From an optimization exercise on the open Yosys and OpenROAD flow, aimed at small area, a short achievable clock period and few clock cycles per item; shortcuts taken in it are not production practice. RTL that was checked went through simulation tests only; none was proved equivalent to the original. Only the layout flow was run in run 2; the RTL was not checked for function there.

## flow/design.v (module list and top-level ports; edited modules follow where they fit)
// module les_fa: 10 lines
// module les_ha: 9 lines
// module les_mul_cs: 1691 lines
// module les_mul_sum: 17 lines
// module les_ramp_div: 23 lines
// module lorenz_euler_stepper: 284 lines
module lorenz_euler_stepper (
    input  wire logic                   i_clk,
    input  wire logic                   i_rst_n,
    input  wire logic                   i_cfg_we,
    input  wire logic [les_pkg::INDEX_WIDTH-1:0] i_cfg_index,
    input  wire logic [les_pkg::CFG_WIDTH-1:0]   i_cfg_data,
    input  wire logic                   i_in_valid,
    output logic                        o_in_ready,
    input  wire logic                   i_restart,
    output logic                        o_out_valid,
    input  wire logic                   i_out_ready,
    output logic [31:0]                 o_x_pos,
    output logic [31:0]                 o_y_pos,
    output logic [31:0]                 o_z_pos,
    output logic [31:0]                 o_w_out,
    output logic [7:0]                  o_red,
    output logic [7:0]                  o_green,
    output logic [7:0]                  o_blue,
    output logic [19:0]                 o_step_index,
    output logic                        o_last_step
);
  // ...
==> flow/run.sh <==
#!/bin/bash
# synth_recipe.tcl (not shown) runs the flow's synth.tcl, then flattens the netlist and writes it again
# the make line also repeats each setting of config.mk as NAME=value (left out here)
make -C /OpenROAD-flow-scripts/flow DESIGN_CONFIG=/design/flow/config.mk WORK_HOME=/design/flow/orfs CLKGATE_MAP_FILE= SYNTH_SCRIPT=/design/flow/synth_recipe.tcl finish
==> flow/config.mk <==
export PLATFORM = sky130hd
export DESIGN_NAME = lorenz_euler_stepper
export DESIGN_NICKNAME = lorenz_euler_stepper
export VERILOG_FILES = /design/flow/design.v
export SDC_FILE = /design/flow/constraint.sdc
export NUM_CORES = 4
export LEC_CHECK = 0
export ABC_AREA = 1
export CAP_MARGIN = 20
export CORE_MARGIN = 2
export CORE_UTILIZATION = 40
export SLEW_MARGIN = 20
==> flow/constraint.sdc <==
create_clock -name core_clock -period 6.5 [get_ports {i_clk}]
set_input_delay 1.3000 -clock core_clock [delete_from_list [all_inputs] [get_ports {i_clk}]]
set_output_delay 1.3000 -clock core_clock [all_outputs]
set_load 0.01 [all_outputs]
==> impl_metrics.tcl, run 1 <==
set metrics [dict create \
    outcome "complete, no violations" \
    final-seq-area_um2 12980 \
    fin_tns_setup_ns 0 \
    clkCellAreaFrac_pct 3.577 \
    synth_xor_area_share_pct 11.03 \
    grtUsageMet3_pct 7.093 \
    synthAdderAreaFrac_pct 21.56 \
    synth_top_family_by_area "adder cells" \
    cts_tree "done" \
    reg2reg_to "r_csc" \
    tapCellCount 1794 \
    wl_per_cell_um 24.90 \
    fillers 13285 \
    top_layer "met5" \
    hold_buffers 0 \
    clk_pin_slew_ns 0.06 \
    cp_max_fo 15 \
    synth_flop_cell "dfxtp_1" \
    synth.area.top_cells "fa_1 15%, dfxtp_1 12%, edfxtp_1 11%" \
    gr-total-overflow 0 \
    syn_nets 7976 \
    r2r-start "r_ph[3]" \
    skew_ns 0.04498 \
    drtAntennaViolNets 0 \
    start_util_pct 40.34 \
    use_met2_pct 50.68 \
    multiInputCombCellCount 5229 \
    inverters 996 \
    worst_skew_pair.late_latency_ns 0.72 \
    area_delta_synth_final_pct 22.37 \
    gp_routability_congestion 1.017 \
]
Testbench counts, summed over its fixed seeds: cycles 13,512, items 1,920.
==> module les_mul_sum, before the edit <==
module les_mul_sum (
    input  wire logic [39:0] i_s0,
    input  wire logic [39:0] i_s1,
    input  wire logic        i_c,
    output logic [31:0]      o_r
);
    logic [39:0] q;
    logic q_unused;
    assign {q, q_unused} = {i_s0, 1'b1} + {i_s1, i_c};
    always_comb begin
        if (q[39:31] == 9'h000 || q[39:31] == 9'h1FF) begin
            o_r = q[31:0];
        end else begin
            o_r = q[39] ? les_pkg::COORD_MIN : les_pkg::COORD_MAX;
        end
    end
endmodule
==> module les_ramp_div, before the edit <==
module les_ramp_div (
    input  wire logic [17:0] i_rem,
    input  wire logic [7:0]  i_low,
    input  wire logic [17:0] i_div,
    output logic [17:0]      o_rem,
    output logic [7:0]       o_low
);
    logic [18:0] t0, t1;
    logic [19:0] d0, d1;
    logic [17:0] r0;
    logic        g0, g1;
    always_comb begin
        t0 = {i_rem, i_low[7]};
        d0 = {1'b0, t0} - {2'b00, i_div};
        g0 = !d0[19];
        r0 = g0 ? d0[17:0] : t0[17:0];
        t1 = {r0, i_low[6]};
        d1 = {1'b0, t1} - {2'b00, i_div};
        g1 = !d1[19];
        o_rem = g1 ? d1[17:0] : t1[17:0];
        o_low = {i_low[5:0], g0, g1};
    end
endmodule
==> module lorenz_euler_stepper, before the edit <==
module lorenz_euler_stepper (
    input  wire logic                   i_clk,
    input  wire logic                   i_rst_n,
    input  wire logic                   i_cfg_we,
    input  wire logic [les_pkg::INDEX_WIDTH-1:0] i_cfg_index,
    input  wire logic [les_pkg::CFG_WIDTH-1:0]   i_cfg_data,
    input  wire logic                   i_in_valid,
    output logic                        o_in_ready,
    input  wire logic                   i_restart,
    output logic                        o_out_valid,
    input  wire logic                   i_out_ready,
    output logic [31:0]                 o_x_pos,
    output logic [31:0]                 o_y_pos,
    output logic [31:0]                 o_z_pos,
    output logic [31:0]                 o_w_out,
    output logic [7:0]                  o_red,
    output logic [7:0]                  o_green,
    output logic [7:0]                  o_blue,
    output logic [19:0]                 o_step_index,
    output logic                        o_last_step
);
    logic [31:0] r_sigma, r_rho, r_beta, r_w;
    logic [23:0] r_dt;
    logic [19:0] r_limit;
    logic [31:0] r_x, r_y, r_z, r_t1, r_t2;
    logic [39:0] r_cs0, r_cs1;
    logic        r_csc;
    logic [6:0]  r_ph;       
    logic        r_run, r_tail, r_pend, r_pend_rst, r_out_valid;
    logic [19:0] r_count;
    logic [19:0] r_per;
    logic [2:0]  r_pcnt;
    logic [2:0]  r_prem;
    logic        r_per_busy, r_pos_busy;
    logic [19:0] r_pos;
    logic [2:0]  r_seg;
    logic [2:0]  r_cseg;
    logic [17:0] r_crem;
    logic [7:0]  r_clow;
    logic [23:0] r_held;
    logic [31:0] mul_a, mul_b, mul_p;
    logic [39:0] cs0, cs1;
    logic        csc;
    assign mul_a = ({32{r_ph[0]}} & r_beta) |
                   ({32{r_ph[1] | r_ph[4]}} & r_x) |
                   ({32{r_ph[2]}} & r_sigma) |
                   ({32{r_ph[3] | r_ph[5] | r_ph[6]}} & {8'd0, r_dt});
    assign mul_b = ({32{r_ph[0]}} & r_z) |
                   ({32{r_ph[1]}} & r_y) |
                   ({32{r_ph[2] | r_ph[5]}} & r_t2) |
                   ({32{r_ph[3] | r_ph[4] | r_ph[6]}} & r_t1);
    les_mul_cs u_mul_cs (
        .i_a  (mul_a),
        .i_b  (mul_b),
        .o_s0 (cs0),
        .o_s1 (cs1),
        .o_c  (csc)
    );
    les_mul_sum u_mul_sum (
        .i_s0 (r_cs0),
        .i_s1 (r_cs1),
        .i_c  (r_csc),
        .o_r  (mul_p)
    );
    logic [31:0] add_a, add_b, add_r;
    logic        add_sub;
    logic [32:0] add_s;
    logic add_unused;
    always_comb begin
        add_a   = r_ph[1] ? r_y : (r_ph[3] ? r_rho : mul_p);
        add_b   = ({32{r_tail | r_ph[5]}} & r_y) |
                  ({32{r_ph[1] | r_ph[6]}} & r_x) |
                  ({32{r_ph[2]}} & r_t1) |
                  ({32{r_ph[3] | r_ph[4]}} & r_z);
        add_sub = r_ph[1] | r_ph[2] | r_ph[3] | r_ph[5];
        {add_s, add_unused} = {add_a[31], add_a, 1'b1} +
                              {{add_b[31], add_b} ^ {33{add_sub}}, add_sub};
        if (add_s[32] != add_s[31]) begin
            add_r = add_s[32] ? les_pkg::COORD_MIN : les_pkg::COORD_MAX;
        end else begin
            add_r = add_s[31:0];
        end
    end
    logic        stall, adv, last_ph, slot_free, cfg_ok, out_free, deq, give;
    logic [19:0] eff;
    logic [2:0]  cur_seg, nxt_seg;
    logic [19:0] cur_pos, nxt_pos;
    logic        per_zero;
    assign per_zero  = (r_per == 20'd0);
    assign stall     = r_ph[4] && r_out_valid && !i_out_ready;
    assign adv       = r_run && !stall;
    assign last_ph   = r_ph[6];
    assign slot_free = !r_run || last_ph;
    assign cfg_ok    = !r_per_busy && !r_pos_busy;
    assign out_free  = !r_out_valid || i_out_ready;
    assign deq       = r_pend && cfg_ok &&
                       (r_pend_rst ? (!r_run && !r_tail && out_free) : slot_free);
    assign eff       = r_pend_rst ? 20'd0 : r_count;
    assign give      = eff < r_limit;
    always_comb begin
        cur_seg = r_pend_rst ? 3'd0 : r_seg;
        cur_pos = r_pend_rst ? 20'd0 : r_pos;
        if (cur_seg == 3'd6) begin
            nxt_seg = cur_seg;
            nxt_pos = cur_pos;
        end else if (cur_pos + 20'd1 == r_per) begin
            nxt_seg = cur_seg + 3'd1;
            nxt_pos = 20'd0;
        end else begin
            nxt_seg = cur_seg;
            nxt_pos = cur_pos + 20'd1;
        end
    end
    logic [25:0] ramp_n;
    logic [17:0] div_rem;
    logic [7:0]  div_low;
    assign ramp_n = {cur_pos[17:0], 8'd0} - {8'd0, cur_pos[17:0]};
    les_ramp_div u_div (
        .i_rem (r_crem),
        .i_low (r_clow),
        .i_div (r_per[17:0]),
        .o_rem (div_rem),
        .o_low (div_low)
    );
    logic [19:0] per_n;
    logic [2:0]  prem_n;
    logic [3:0]  per_t;
    always_comb begin
        per_n  = r_per;
        prem_n = r_prem;
        for (int i = 0; i < 4; i++) begin
            per_t = {prem_n, per_n[19]};
            if (per_t >= 4'd6) begin
                prem_n = per_t[2:0] - 3'd6;
                per_n  = {per_n[18:0], 1'b1};
            end else begin
                prem_n = per_t[2:0];
                per_n  = {per_n[18:0], 1'b0};
            end
        end
    end
    logic [20:0] pos_d;
    assign pos_d = {1'b0, r_pos} - {1'b0, r_per};
    always_ff @(posedge i_clk) begin
        if (!i_rst_n) begin
            r_sigma     <= les_pkg::SIGMA_RST;
            r_rho       <= les_pkg::RHO_RST;
            r_beta      <= les_pkg::BETA_RST;
            r_dt        <= les_pkg::DT_RST;
            r_limit     <= les_pkg::LIMIT_RST;
            r_w         <= les_pkg::W_RST;
            r_x         <= les_pkg::COORD_ONE;
            r_y         <= les_pkg::COORD_ONE;
            r_z         <= les_pkg::COORD_ONE;
            r_ph        <= 7'd0;
            r_run       <= 1'b0;
            r_tail      <= 1'b0;
            r_pend      <= 1'b0;
            r_pend_rst  <= 1'b0;
            r_out_valid <= 1'b0;
            r_count     <= 20'd0;
            r_per       <= les_pkg::PER_RST;
            r_per_busy  <= 1'b0;
            r_pos_busy  <= 1'b0;
            r_pos       <= 20'd0;
            r_seg       <= 3'd0;
        end else begin
            if (i_cfg_we) begin
                case (i_cfg_index)
                    les_pkg::CFG_SIGMA: r_sigma <= i_cfg_data;
                    les_pkg::CFG_RHO:   r_rho   <= i_cfg_data;
                    les_pkg::CFG_BETA:  r_beta  <= i_cfg_data;
                    les_pkg::CFG_DT:    r_dt    <= i_cfg_data[23:0];
                    les_pkg::CFG_LIMIT: begin
                        r_limit    <= i_cfg_data[19:0];
                        r_per      <= i_cfg_data[19:0];
                        r_pcnt     <= 3'd0;
                        r_prem     <= 3'd0;
                        r_per_busy <= 1'b1;
                        r_pos_busy <= 1'b1;
                        r_pos      <= r_count;
                        r_seg      <= 3'd0;
                    end
                    les_pkg::CFG_W:     r_w     <= i_cfg_data;
                    default: ;
                endcase
            end else if (r_per_busy) begin
                r_per  <= per_n;
                r_prem <= prem_n;
                r_pcnt <= r_pcnt + 3'd1;
                if (r_pcnt == 3'd4) r_per_busy <= 1'b0;
            end else if (r_pos_busy) begin
                if (r_seg != 3'd6 && !pos_d[20]) begin
                    r_pos <= pos_d[19:0];
                    r_seg <= r_seg + 3'd1;
                end else begin
                    r_pos_busy <= 1'b0;
                end
            end
            if (i_in_valid && !r_pend) begin
                r_pend     <= 1'b1;
                r_pend_rst <= i_restart;
            end else if (deq) begin
                r_pend <= 1'b0;
            end
            if (r_tail) begin
                r_out_valid <= 1'b1;
            end else if (i_out_ready) begin
                r_out_valid <= 1'b0;
            end
            r_tail <= last_ph;
            if (adv) begin
                r_ph <= {r_ph[5:0], 1'b0};
                if (last_ph) r_run <= 1'b0;
            end
            if (deq) begin
                if (r_pend_rst) begin
                    r_x <= les_pkg::COORD_ONE;
                    r_y <= les_pkg::COORD_ONE;
                    r_z <= les_pkg::COORD_ONE;
                    r_count <= 20'd0;
                    r_seg   <= 3'd0;
                    r_pos   <= 20'd0;
                end
                if (give) begin
                    r_run   <= 1'b1;
                    r_ph    <= 7'd1;
                    r_count <= eff + 20'd1;
                    r_seg   <= nxt_seg;
                    r_pos   <= nxt_pos;
                end
            end
            if (adv && r_ph[4]) r_z <= add_r;
            if (r_ph[6])         r_x <= add_r;
            if (r_tail)              r_y <= add_r;
        end
    end
    always_ff @(posedge i_clk) begin
        if (adv) begin
            r_cs0 <= cs0;
            r_cs1 <= cs1;
            r_csc <= csc;
            if (r_ph[1]) begin r_t1 <= mul_p; r_t2 <= add_r; end
            if (r_ph[2]) r_t1 <= add_r;
            if (r_ph[3]) begin r_t2 <= mul_p; r_t1 <= add_r; end
            if (r_ph[5]) r_t1 <= add_r;
        end
        if (deq && give) begin
            r_cseg <= cur_seg;
            r_crem <= ramp_n[25:8];
            r_clow <= ramp_n[7:0];
        end else if (|r_ph[3:0]) begin
            r_crem <= div_rem;
            r_clow <= div_low;
        end
        if (last_ph) begin
            if (per_zero) begin
                r_held <= 24'd0;
            end else if (r_cseg != 3'd6) begin
                case (r_cseg)
                    3'd0:    r_held <= {8'hFF, r_clow, 8'h00};
                    3'd1:    r_held <= {~r_clow, 8'hFF, 8'h00};
                    3'd2:    r_held <= {8'h00, 8'hFF, r_clow};
                    3'd3:    r_held <= {8'h00, ~r_clow, 8'hFF};
                    3'd4:    r_held <= {r_clow, 8'h00, 8'hFF};
                    default: r_held <= {8'hFF, 8'h00, ~r_clow};
                endcase
            end
        end
    end
    logic [19:0] idx1;
    assign idx1 = r_count - {19'd0, r_run};
    assign o_in_ready   = !r_pend;
    assign o_out_valid  = r_out_valid;
    assign o_x_pos      = r_x;
    assign o_y_pos      = r_y;
    assign o_z_pos      = r_z;
    assign o_w_out      = r_w;
    assign o_red        = r_held[23:16];
    assign o_green      = r_held[15:8];
    assign o_blue       = r_held[7:0];
    assign o_step_index = idx1 - 20'd1;
    assign o_last_step  = (idx1 == r_limit);
endmodule
==> run 2: changes to the inputs <==
--- a/flow/design.v
+++ b/flow/design.v
@@ -1729,64 +1729,115 @@
     les_fa u_fa462 (.i_a(c38_h), .i_b(s404_f), .i_c(c403_f), .o_s(s462_f), .o_c(c462_f));
     les_fa u_fa463 (.i_a(c351_f), .i_b(s405_f), .i_c(c404_f), .o_s(s463_f), .o_c(c463_f));
     les_fa u_fa464 (.i_a(c39_h), .i_b(s406_f), .i_c(c405_f), .o_s(s464_f), .o_c(c464_f));
     les_fa u_fa465 (.i_a(1'b1), .i_b(s43_h), .i_c(c406_f), .o_s(s465_f), .o_c(c465_f));
     les_fa u_fa466 (.i_a(ppn14), .i_b(pp15[30]), .i_c(c43_h), .o_s(s466_f), .o_c(c466_f));
     les_ha u_ha45 (.i_a(pp15[31]), .i_b(1'b1), .o_s(s45_h), .o_c(c45_h));
     assign row0 = {1'b1, ppn15, s45_h, s466_f, s465_f, s464_f, s463_f, s462_f, s461_f, s460_f, s459_f, s458_f, s457_f, s456_f, s455_f, s454_f, s453_f, s452_f, s451_f, s450_f, s449_f, s448_f, s447_f, s446_f, s445_f, s444_f, s443_f, s442_f, s441_f, s440_f, s439_f, s438_f, s437_f, s436_f, s435_f, s434_f, s433_f, s432_f, s431_f, s430_f, s429_f, s428_f, s427_f, s426_f, s425_f, s424_f, s423_f, s422_f, s421_f, s420_f, s419_f, s418_f, s417_f, s416_f, s415_f, s414_f, s413_f, s412_f, s411_f, s410_f, s409_f, s408_f, s407_f, s40_h};
     assign row1 = {1'b0, c45_h, c466_f, c465_f, c464_f, c463_f, c462_f, c461_f, c460_f, c459_f, c458_f, c457_f, c456_f, c455_f, c454_f, c453_f, c452_f, c451_f, c450_f, c449_f, c448_f, c447_f, c446_f, c445_f, c444_f, c443_f, c442_f, c441_f, c440_f, c439_f, c438_f, c437_f, c436_f, c435_f, c434_f, c433_f, c432_f, c431_f, c430_f, c429_f, c428_f, c427_f, c426_f, c425_f, c424_f, c423_f, c422_f, c421_f, c420_f, c419_f, c418_f, c417_f, c416_f, c415_f, c414_f, c413_f, c412_f, c411_f, c410_f, c409_f, c408_f, c407_f, c44_h, s44_h};
-    assign {o_c, lo_unused} = {1'b0, row0[23:0]} + {1'b0, row1[23:0]};
+    les_add #(.W(24)) u_lo (.i_a(row0[23:0]), .i_b(row1[23:0]), .i_c(1'b0), .o_s(lo_unused), .o_c(o_c));
     assign o_s0 = row0[63:24];
     assign o_s1 = row1[63:24];
 endmodule
 module les_mul_sum (
     input  wire logic [39:0] i_s0,
     input  wire logic [39:0] i_s1,
     input  wire logic        i_c,
+    input  wire logic [31:0] i_o,
+    input  wire logic        i_sub,
+    output logic [31:0]      o_p,
     output logic [31:0]      o_r
 );
-    logic [39:0] q;
-    logic q_unused;
-    assign {q, q_unused} = {i_s0, 1'b1} + {i_s1, i_c};
+    logic [39:0] q, oe, t0, t1, w;
+    logic        q_unused, w_unused, q_ovf, w_ovf;
+    logic [31:0] r_w, o, d, r_ovf;
+    logic        d_unused;
+    assign q_unused = 1'b0;
+    les_add #(.W(40)) u_q (.i_a(i_s0), .i_b(i_s1), .i_c(i_c), .o_s(q), .o_c());
+    assign q_ovf = !(q[39:31] == 9'h000 || q[39:31] == 9'h1FF);
+    assign o_p = q_ovf ? (q[39] ? les_pkg::COORD_MIN : les_pkg::COORD_MAX) : q[31:0];
+    assign oe = {{8{i_o[31]}}, i_o};
+    assign t0 = i_s0 ^ i_s1 ^ oe;
+    assign t1 = (i_s0 & i_s1) | (i_s0 & oe) | (i_s1 & oe);
+    assign w_unused = 1'b0;
+    les_add #(.W(40)) u_w (.i_a(t0), .i_b({t1[38:0], i_c}), .i_c(i_sub), .o_s(w), .o_c());
+    assign w_ovf = !(w[39:31] == 9'h000 || w[39:31] == 9'h1FF);
+    assign r_w = w_ovf ? (w[39] ? les_pkg::COORD_MIN : les_pkg::COORD_MAX) : w[31:0];
+    assign o = i_sub ? ~i_o : i_o;
+    les_add #(.W(32)) u_d (.i_a(o), .i_b(32'hFFFF_FFFF), .i_c(1'b0), .o_s(d), .o_c(d_unused));
     always_comb begin
-        if (q[39:31] == 9'h000 || q[39:31] == 9'h1FF) begin
-            o_r = q[31:0];
+        if (!i_sub) begin
+            if (!q[39]) r_ovf = o[31] ? {~d[31], d[30:0]} : les_pkg::COORD_MAX;
+            else        r_ovf = o[31] ? les_pkg::COORD_MIN : {~o[31], o[30:0]};
         end else begin
-            o_r = q[39] ? les_pkg::COORD_MIN : les_pkg::COORD_MAX;
+            if (!q[39]) r_ovf = o[31] ? les_pkg::COORD_MAX : {~i_o[31], i_o[30:0]};
+            else        r_ovf = (!o[31] && o != 32'd0) ? les_pkg::COORD_MIN : {d[31], ~d[30:0]};
         end
     end
+    assign o_r = q_ovf ? r_ovf : r_w;
 endmodule
 `default_nettype wire
 `timescale 1ns / 1ps
 `default_nettype none
 module les_ramp_div (
     input  wire logic [17:0] i_rem,
     input  wire logic [7:0]  i_low,
     input  wire logic [17:0] i_div,
     output logic [17:0]      o_rem,
     output logic [7:0]       o_low
 );
     logic [18:0] t0, t1;
     logic [19:0] d0, d1;
     logic [17:0] r0;
     logic        g0, g1;
+    les_add #(.W(20)) u_d0 (.i_a({1'b0, t0}), .i_b(~{2'b00, i_div}), .i_c(1'b1), .o_s(d0), .o_c());
+    les_add #(.W(20)) u_d1 (.i_a({1'b0, t1}), .i_b(~{2'b00, i_div}), .i_c(1'b1), .o_s(d1), .o_c());
     always_comb begin
         t0 = {i_rem, i_low[7]};
-        d0 = {1'b0, t0} - {2'b00, i_div};
         g0 = !d0[19];
         r0 = g0 ? d0[17:0] : t0[17:0];
         t1 = {r0, i_low[6]};
-        d1 = {1'b0, t1} - {2'b00, i_div};
         g1 = !d1[19];
         o_rem = g1 ? d1[17:0] : t1[17:0];
         o_low = {i_low[5:0], g0, g1};
     end
 endmodule
 `default_nettype wire
+module les_add #(
+    parameter int W = 32
+) (
+    input  wire logic [W-1:0] i_a,
+    input  wire logic [W-1:0] i_b,
+    input  wire logic         i_c,
+    output logic [W-1:0]      o_s,
+    output logic              o_c
+);
+    localparam int L = $clog2(W);
+    logic [W-1:0] g [0:L];
+    logic [W-1:0] p [0:L];
+    logic [W-1:0] h;
+    assign h    = i_a ^ i_b;
+    assign g[0] = (i_a & i_b) | {{(W-1){1'b0}}, h[0] & i_c};
+    assign p[0] = h;
+    for (genvar l = 0; l < L; l++) begin : g_lvl
+        for (genvar i = 0; i < W; i++) begin : g_bit
+            if (((i >> l) & 1) == 1) begin : g_op
+                localparam int J = ((i >> l) << l) - 1;
+                assign g[l+1][i] = g[l][i] | (p[l][i] & g[l][J]);
+                assign p[l+1][i] = p[l][i] & p[l][J];
+            end else begin : g_pass
+                assign g[l+1][i] = g[l][i];
+                assign p[l+1][i] = p[l][i];
+            end
+        end
+    end
+    assign o_s = h ^ {g[L][W-2:0], i_c};
+    assign o_c = g[L][W-1];
+endmodule
 `timescale 1ns / 1ps
 `default_nettype none
 module lorenz_euler_stepper (
     input  wire logic                   i_clk,
     input  wire logic                   i_rst_n,
     input  wire logic                   i_cfg_we,
     input  wire logic [les_pkg::INDEX_WIDTH-1:0] i_cfg_index,
     input  wire logic [les_pkg::CFG_WIDTH-1:0]   i_cfg_data,
@@ -1803,109 +1854,108 @@
     output logic [7:0]                  o_green,
     output logic [7:0]                  o_blue,
     output logic [19:0]                 o_step_index,
     output logic                        o_last_step
 );
     logic [31:0] r_sigma, r_rho, r_beta, r_w;
     logic [23:0] r_dt;
     logic [19:0] r_limit;
-    logic [31:0] r_x, r_y, r_z, r_t1, r_t2;
+    logic [31:0] r_x, r_y, r_z, r_t1, r_opa, r_opb, r_opo;
     logic [39:0] r_cs0, r_cs1;
     logic        r_csc;
     logic [6:0]  r_ph;       
     logic        r_run, r_tail, r_pend, r_pend_rst, r_out_valid;
     logic [19:0] r_count;
     logic [19:0] r_per;
     logic [2:0]  r_pcnt;
     logic [2:0]  r_prem;
     logic        r_per_busy, r_pos_busy;
     logic [19:0] r_pos;
     logic [2:0]  r_seg;
     logic [2:0]  r_cseg;
     logic [17:0] r_crem;
     logic [7:0]  r_clow;
     logic [23:0] r_held;
-    logic [31:0] mul_a, mul_b, mul_p;
+    logic [31:0] mul_a, mul_b, mul_p, mul_r;
     logic [39:0] cs0, cs1;
     logic        csc;
-    assign mul_a = ({32{r_ph[0]}} & r_beta) |
-                   ({32{r_ph[1] | r_ph[4]}} & r_x) |
-                   ({32{r_ph[2]}} & r_sigma) |
-                   ({32{r_ph[3] | r_ph[5] | r_ph[6]}} & {8'd0, r_dt});
-    assign mul_b = ({32{r_ph[0]}} & r_z) |
-                   ({32{r_ph[1]}} & r_y) |
-                   ({32{r_ph[2] | r_ph[5]}} & r_t2) |
-                   ({32{r_ph[3] | r_ph[4] | r_ph[6]}} & r_t1);
+    assign mul_a = r_opa;
+    assign mul_b = r_opb;
     les_mul_cs u_mul_cs (
         .i_a  (mul_a),
         .i_b  (mul_b),
         .o_s0 (cs0),
         .o_s1 (cs1),
         .o_c  (csc)
     );
     les_mul_sum u_mul_sum (
-        .i_s0 (r_cs0),
-        .i_s1 (r_cs1),
-        .i_c  (r_csc),
-        .o_r  (mul_p)
+        .i_s0  (r_cs0),
+        .i_s1  (r_cs1),
+        .i_c   (r_csc),
+        .i_o   (r_opo),
+        .i_sub (r_ph[2] | r_ph[5]),
+        .o_p   (mul_p),
+        .o_r   (mul_r)
     );
     logic [31:0] add_a, add_b, add_r;
-    logic        add_sub;
     logic [32:0] add_s;
     logic add_unused;
+    les_add #(.W(33)) u_pre (.i_a({add_a[31], add_a}), .i_b(~{add_b[31], add_b}), .i_c(1'b1),
+                             .o_s(add_s), .o_c());
     always_comb begin
-        add_a   = r_ph[1] ? r_y : (r_ph[3] ? r_rho : mul_p);
-        add_b   = ({32{r_tail | r_ph[5]}} & r_y) |
-                  ({32{r_ph[1] | r_ph[6]}} & r_x) |
-                  ({32{r_ph[2]}} & r_t1) |
-                  ({32{r_ph[3] | r_ph[4]}} & r_z);
-        add_sub = r_ph[1] | r_ph[2] | r_ph[3] | r_ph[5];
-        {add_s, add_unused} = {add_a[31], add_a, 1'b1} +
-                              {{add_b[31], add_b} ^ {33{add_sub}}, add_sub};
+        add_a = r_ph[1] ? r_y : r_rho;
+        add_b = r_ph[1] ? r_x : r_z;
+        add_unused = 1'b0;
         if (add_s[32] != add_s[31]) begin
             add_r = add_s[32] ? les_pkg::COORD_MIN : les_pkg::COORD_MAX;
         end else begin
             add_r = add_s[31:0];
         end
     end
     logic        stall, adv, last_ph, slot_free, cfg_ok, out_free, deq, give;
     logic [19:0] eff;
     logic [2:0]  cur_seg, nxt_seg;
     logic [19:0] cur_pos, nxt_pos;
     logic        per_zero;
     assign per_zero  = (r_per == 20'd0);
-    assign stall     = r_ph[4] && r_out_valid && !i_out_ready;
+    assign stall     = r_ph[4] && r_out_valid;
     assign adv       = r_run && !stall;
     assign last_ph   = r_ph[6];
     assign slot_free = !r_run || last_ph;
     assign cfg_ok    = !r_per_busy && !r_pos_busy;
     assign out_free  = !r_out_valid || i_out_ready;
     assign deq       = r_pend && cfg_ok &&
                        (r_pend_rst ? (!r_run && !r_tail && out_free) : slot_free);
     assign eff       = r_pend_rst ? 20'd0 : r_count;
-    assign give      = eff < r_limit;
+    logic        eff_ge;
+    logic [19:0] eff_inc, pos_inc;
+    les_add #(.W(20)) u_cmp (.i_a(eff), .i_b(~r_limit), .i_c(1'b1), .o_s(), .o_c(eff_ge));
+    les_add #(.W(20)) u_einc (.i_a(eff), .i_b(20'd0), .i_c(1'b1), .o_s(eff_inc), .o_c());
+    assign give      = !eff_ge;
     always_comb begin
         cur_seg = r_pend_rst ? 3'd0 : r_seg;
         cur_pos = r_pend_rst ? 20'd0 : r_pos;
         if (cur_seg == 3'd6) begin
             nxt_seg = cur_seg;
             nxt_pos = cur_pos;
-        end else if (cur_pos + 20'd1 == r_per) begin
+        end else if (pos_inc == r_per) begin
             nxt_seg = cur_seg + 3'd1;
             nxt_pos = 20'd0;
         end else begin
             nxt_seg = cur_seg;
-            nxt_pos = cur_pos + 20'd1;
+            nxt_pos = pos_inc;
         end
     end
     logic [25:0] ramp_n;
     logic [17:0] div_rem;
     logic [7:0]  div_low;
-    assign ramp_n = {cur_pos[17:0], 8'd0} - {8'd0, cur_pos[17:0]};
+    les_add #(.W(20)) u_pinc (.i_a(cur_pos), .i_b(20'd0), .i_c(1'b1), .o_s(pos_inc), .o_c());
+    les_add #(.W(26)) u_ramp (.i_a({cur_pos[17:0], 8'd0}), .i_b(~{8'd0, cur_pos[17:0]}), .i_c(1'b1),
+                              .o_s(ramp_n), .o_c());
     les_ramp_div u_div (
         .i_rem (r_crem),
         .i_low (r_clow),
         .i_div (r_per[17:0]),
         .o_rem (div_rem),
         .o_low (div_low)
     );
     logic [19:0] per_n;
@@ -1921,17 +1971,17 @@
                 per_n  = {per_n[18:0], 1'b1};
             end else begin
                 prem_n = per_t[2:0];
                 per_n  = {per_n[18:0], 1'b0};
             end
         end
     end
     logic [20:0] pos_d;
-    assign pos_d = {1'b0, r_pos} - {1'b0, r_per};
+    les_add #(.W(21)) u_posd (.i_a({1'b0, r_pos}), .i_b(~{1'b0, r_per}), .i_c(1'b1), .o_s(pos_d), .o_c());
     always_ff @(posedge i_clk) begin
         if (!i_rst_n) begin
             r_sigma     <= les_pkg::SIGMA_RST;
             r_rho       <= les_pkg::RHO_RST;
             r_beta      <= les_pkg::BETA_RST;
             r_dt        <= les_pkg::DT_RST;
             r_limit     <= les_pkg::LIMIT_RST;
             r_w         <= les_pkg::W_RST;
@@ -2006,35 +2056,49 @@
                     r_z <= les_pkg::COORD_ONE;
                     r_count <= 20'd0;
                     r_seg   <= 3'd0;
                     r_pos   <= 20'd0;
                 end
                 if (give) begin
                     r_run   <= 1'b1;
                     r_ph    <= 7'd1;
-                    r_count <= eff + 20'd1;
+                    r_count <= eff_inc;
                     r_seg   <= nxt_seg;
                     r_pos   <= nxt_pos;
                 end
             end
-            if (adv && r_ph[4]) r_z <= add_r;
-            if (r_ph[6])         r_x <= add_r;
-            if (r_tail)              r_y <= add_r;
+            if (adv && r_ph[4]) r_z <= mul_r;
+            if (r_ph[6])         r_x <= mul_r;
+            if (r_tail)              r_y <= mul_r;
         end
     end
     always_ff @(posedge i_clk) begin
         if (adv) begin
             r_cs0 <= cs0;
             r_cs1 <= cs1;
             r_csc <= csc;
-            if (r_ph[1]) begin r_t1 <= mul_p; r_t2 <= add_r; end
-            if (r_ph[2]) r_t1 <= add_r;
-            if (r_ph[3]) begin r_t2 <= mul_p; r_t1 <= add_r; end
-            if (r_ph[5]) r_t1 <= add_r;
+            if (r_ph[3]) r_t1 <= mul_p;
+        end
+        if (!stall) begin
+            if (r_ph[0] | r_ph[3])                r_opa <= r_x;
+            else if (r_ph[1])                     r_opa <= r_sigma;
+            else if (r_ph[2] | r_ph[4] | r_ph[5]) r_opa <= {8'd0, r_dt};
+            else                                  r_opa <= r_beta;
+            if (r_ph[0])                          r_opb <= r_tail ? mul_r : r_y;
+            else if (r_ph[1] | r_ph[3])           r_opb <= add_r;
+            else if (r_ph[2] | r_ph[5])           r_opb <= mul_r;
+            else if (r_ph[4])                     r_opb <= r_t1;
+            else if (deq && r_pend_rst)           r_opb <= les_pkg::COORD_ONE;
+            else                                  r_opb <= r_z;
+            if (r_ph[1])                          r_opo <= ~mul_p;
+            else if (r_ph[3])                     r_opo <= r_z;
+            else if (r_ph[4])                     r_opo <= ~r_y;
+            else if (r_ph[5])                     r_opo <= r_x;
+            else                                  r_opo <= r_y;
         end
         if (deq && give) begin
             r_cseg <= cur_seg;
             r_crem <= ramp_n[25:8];
             r_clow <= ramp_n[7:0];
         end else if (|r_ph[3:0]) begin
             r_crem <= div_rem;
             r_clow <= div_low;
@@ -2049,23 +2113,24 @@
                     3'd2:    r_held <= {8'h00, 8'hFF, r_clow};
                     3'd3:    r_held <= {8'h00, ~r_clow, 8'hFF};
                     3'd4:    r_held <= {r_clow, 8'h00, 8'hFF};
                     default: r_held <= {8'hFF, 8'h00, ~r_clow};
                 endcase
             end
         end
     end
-    logic [19:0] idx1;
-    assign idx1 = r_count - {19'd0, r_run};
+    logic [19:0] idx1, idx0;
+    les_add #(.W(20)) u_idx1 (.i_a(r_count), .i_b({20{r_run}}), .i_c(1'b0), .o_s(idx1), .o_c());
+    les_add #(.W(20)) u_idx0 (.i_a(idx1), .i_b(20'hF_FFFF), .i_c(1'b0), .o_s(idx0), .o_c());
     assign o_in_ready   = !r_pend;
     assign o_out_valid  = r_out_valid;
     assign o_x_pos      = r_x;
     assign o_y_pos      = r_y;
     assign o_z_pos      = r_z;
     assign o_w_out      = r_w;
     assign o_red        = r_held[23:16];
     assign o_green      = r_held[15:8];
     assign o_blue       = r_held[7:0];
-    assign o_step_index = idx1 - 20'd1;
+    assign o_step_index = idx0;
     assign o_last_step  = (idx1 == r_limit);
 endmodule
 `default_nettype wire
==> impl_metrics.tcl, run 2 <==
set metrics [dict create \
    outcome "complete, no violations" \
    synthArstFlopShare_pct 0 \
    synth_seq_area_share_pct 24.14 \
    crit_path_frequent_cell "fa_1" \
    yosys_warnings 25 \
    area_delta_synth_final_pct 11.87 \
    met1_usage_pct 40.28 \
    synth_top_area_share_pct 16.32 \
    yosys.area.top_type "fa_1" \
    finalSetupViolations 0 \
    post_route_cells_drive_above_1_share_pct 6.313 \
    start_util_pct 40.14 \
    die_w_um 396.7 \
    ys_types 60 \
    drc 0 \
    path_cells "buf_4 -> nand2_1 -> nand2_1 -> o21ai_4 -> buf_4 -> o22ai_1 -> xor2_1 -> fa_1 -> fa_1 -> fa_1 -> fa_1 -> fa_1 -> inv_1 -> ha_1 -> nand2_1 -> nor2_1 -> nand3_1 -> o2111ai_1" \
    clk_root_buffer_cell "clkbuf_16" \
    clock-sinks 611 \
    wirelength_um 253000 \
    endpoint_kind "flop" \
    worst_skew_pair.late_latency_ns 0.70 \
    grtUsageMet3_pct 7.828 \
    place_ws_ns 0.1100 \
    rsz0062_at_grt "true" \
    syn_inst 7927 \
    antenna_found_initial 13 \
    boundaryPins 216 \
    final_area_um2 69010 \
    synth.area.top_cells "fa_1 16%, edfxtp_1 13%, dfxtp_1 11%" \
    synth_xor_area_share_pct 9.652 \
    wl_per_cell_um 25.19 \
    worstSetupPathType "flop to flop" \
    slew_headroom_pct 31.30 \
    final_common_cell "nand2_1" \
    final_hold_viol_count 0 \
    arrival_ns 6.51 \
    htree_levels 3 \
    netlist_area_um2 61690 \
    synthSimpleGateAreaFrac_pct 16.10 \
    nets 8821 \
    syn_area_per_cell_um2 7.782 \
    post-route-period-util_pct 95.89 \
    via_count 58509 \
    drtIter0Drc 7069 \
    grt_pass1_wl_um 369900 \
    slowest_delay_ns 0.58 \
    synth_common_cells "1310 x nand2_1, 1004 x inv_1, 609 x xor2_1, 572 x nor2_1, 544 x o22ai_1" \
    gr-total-overflow 0 \
    synthMuxAreaShare_pct 0.01825 \
    via_per_inst 5.825 \
    fin_tns_setup_ns 0 \
    cp_slowest_cell "fa_1" \
    skew_ns 0.03160 \
    setup_slack_ns 0.2672 \
    dr.pass1.iters 8 \
    grt_usage_pct 31.47 \
    cts_tree "done" \
    crit_buf_inv 3 \
    reg_top3 "r_cs0 (39), r_cs1 (39)" \
    drv_cap 0 \
    synth-edff-count 266 \
    die_area_um2 157400 \
    cp_top_family "adder cells" \
    slew_violations 0 \
    gp_routability_congestion 0.9939 \
    synth-seq-cells 611 \
    clock.fmax_mhz 160.4 \
    synth_top_family_by_area "adder cells" \
    core_area_um2 153700 \
    drtAntennaViolNets 0 \
    grt_pass1_vias 56039 \
    die_h_um 396.7 \
    utilization_pct 44.90 \
    syn_nets 8810 \
    layout_common_cells "1306 x nand2_1, 1000 x inv_1, 608 x xor2_1" \
    synth_flop_cell "dfxtp_1" \
    clk_pin_slew_ns 0.06 \
    hpwl_um 187900 \
    synth_compound_area_share_pct 17.26 \
    hold_class "flop to flop" \
    cts.path.max_buffers 3 \
    placed_area_um2 66380 \
    cts_buffers 76 \
    use_met2_pct 48.16 \
    synth_most_common_cell "nand2_1" \
    worst_pin_slew_ns 1.030 \
    busiest_layer "met2" \
    port-buffer-count 215 \
    cp_max_fo 17 \
    fin_crit_ns 6.233 \
    start_kind "flop" \
    grt_max_degree 140 \
    synthAdderAreaFrac_pct 23.20 \
    worstPathRequired_ns 6.78 \
    num_rows 144 \
]
==> run 2: changes by cell type after synthesis, moves of 34 or more <==
cell / previous run / this run
nand3_1: 151 / 355
xor2_1: 647 / 609
o221ai_1: 49 / 10
a21oi_1: 356 / 456
nor3_1: 80 / 26
a221oi_1: 64 / 6
clkbuf_1: 389 / 423
nor2_1: 628 / 572
nand2_1: 1097 / 1310
edfxtp_1: 202 / 266
ha_1: 274 / 339
fa_1: 427 / 503
==> run 2: worst paths after layout <==
path | start | endpoint | slack [ns] | cells past startpoint
max | r_opb[11] | r_csc | 0.27 | 18
min | r_dt[7] | r_dt[7] | 0.46 | 2
max reg2reg | r_opb[11] | r_csc | 0.27 | 18
min reg2reg | r_dt[7] | r_dt[7] | 0.46 | 2
==> run 2: repair_timing <==
item,4_1_cts,5_1_grt
endpoints found under the setup margin,1,24
pin swaps,0,1
resized for setup,3,16
buffers inserted,0,2
gates cloned,0,0
hold buffers,0,0
==> run 2: stage by stage <==
step           hold slack [ns]  instances
3_3_place_gp            0.4381       9900
5_1_grt                 0.4726      10044
2_1_floorplan           0.4287       7927
3_5_place_dp            0.4427       9901
4_1_cts                 0.4589      10041
6_report                0.4559      10045
==> run 2: cells by family after synthesis <==
| logic type | after synthesis |
|---|---|
| AO/OA/AOI/OAI | 1852 |
| XOR/XNOR | 679 |
| adder cells (fa/ha/maj) | 842 |
| buffers and inverters | 1552 |
| flip-flops | 611 |
| multiplexers | 1 |
| AND/OR/NAND/NOR | 2390 |
==> run 2: layer usage <==
metal	vias up	wire, µm
met3	699	27340
met4	20	17880
li1	26254	-
met1	28216	97890
met5	-	121
met2	3320	109800
==> run 2: cell type report <==
type | count | area, µm²
Clock inverter | 32 | 339.1
Inverter | 1031 | 3875
Fill cell | 15322 | 84680
Sequential cell | 611 | 14900
Tap cell | 2044 | 2557
Timing Repair Buffer | 454 | 4105
Clock buffer | 108 | 2198
Antenna cell | 1 | 2.502
Multi-Input combinational cell | 5764 | 41030
==> run 2: tightest hold or removal path, delay by kind of cell, from the launching register on <==
kind | cells | cell delay (ns)
flip-flops | 1 | 0.33
AND/OR/NAND/NOR | 2 | 0.10

## static timing again, ports no longer ideal
Ports are ideal in the flow. The routed layouts listed here were re-timed in OpenROAD. Step 1 sets driving cells, clkbuf_16 on the clock port and buf_2 on the other inputs (assumed; they add their load-dependent delay and slew). Step 2 adds t to the input delays and takes it off the output delays; t is the mean of the earliest and latest rising clock arrival at the registers after step 1. Input paths then give back, and output paths get back, about the clock's delay inside the block. Three values: no drivers, after step 1, after step 2; two values: the first two.
| run | t, ns | setup WS [ns] | worst slew at a driven data input, ns |
|---|---|---|---|
| run 1 | 0.770 | 0.137 / 0.137 / 0.137 | 0.09 |
| run 2 | 0.753 | 0.267 / 0.267 / 0.267 | 0.04 |
After both steps every run listed still meets setup and hold.
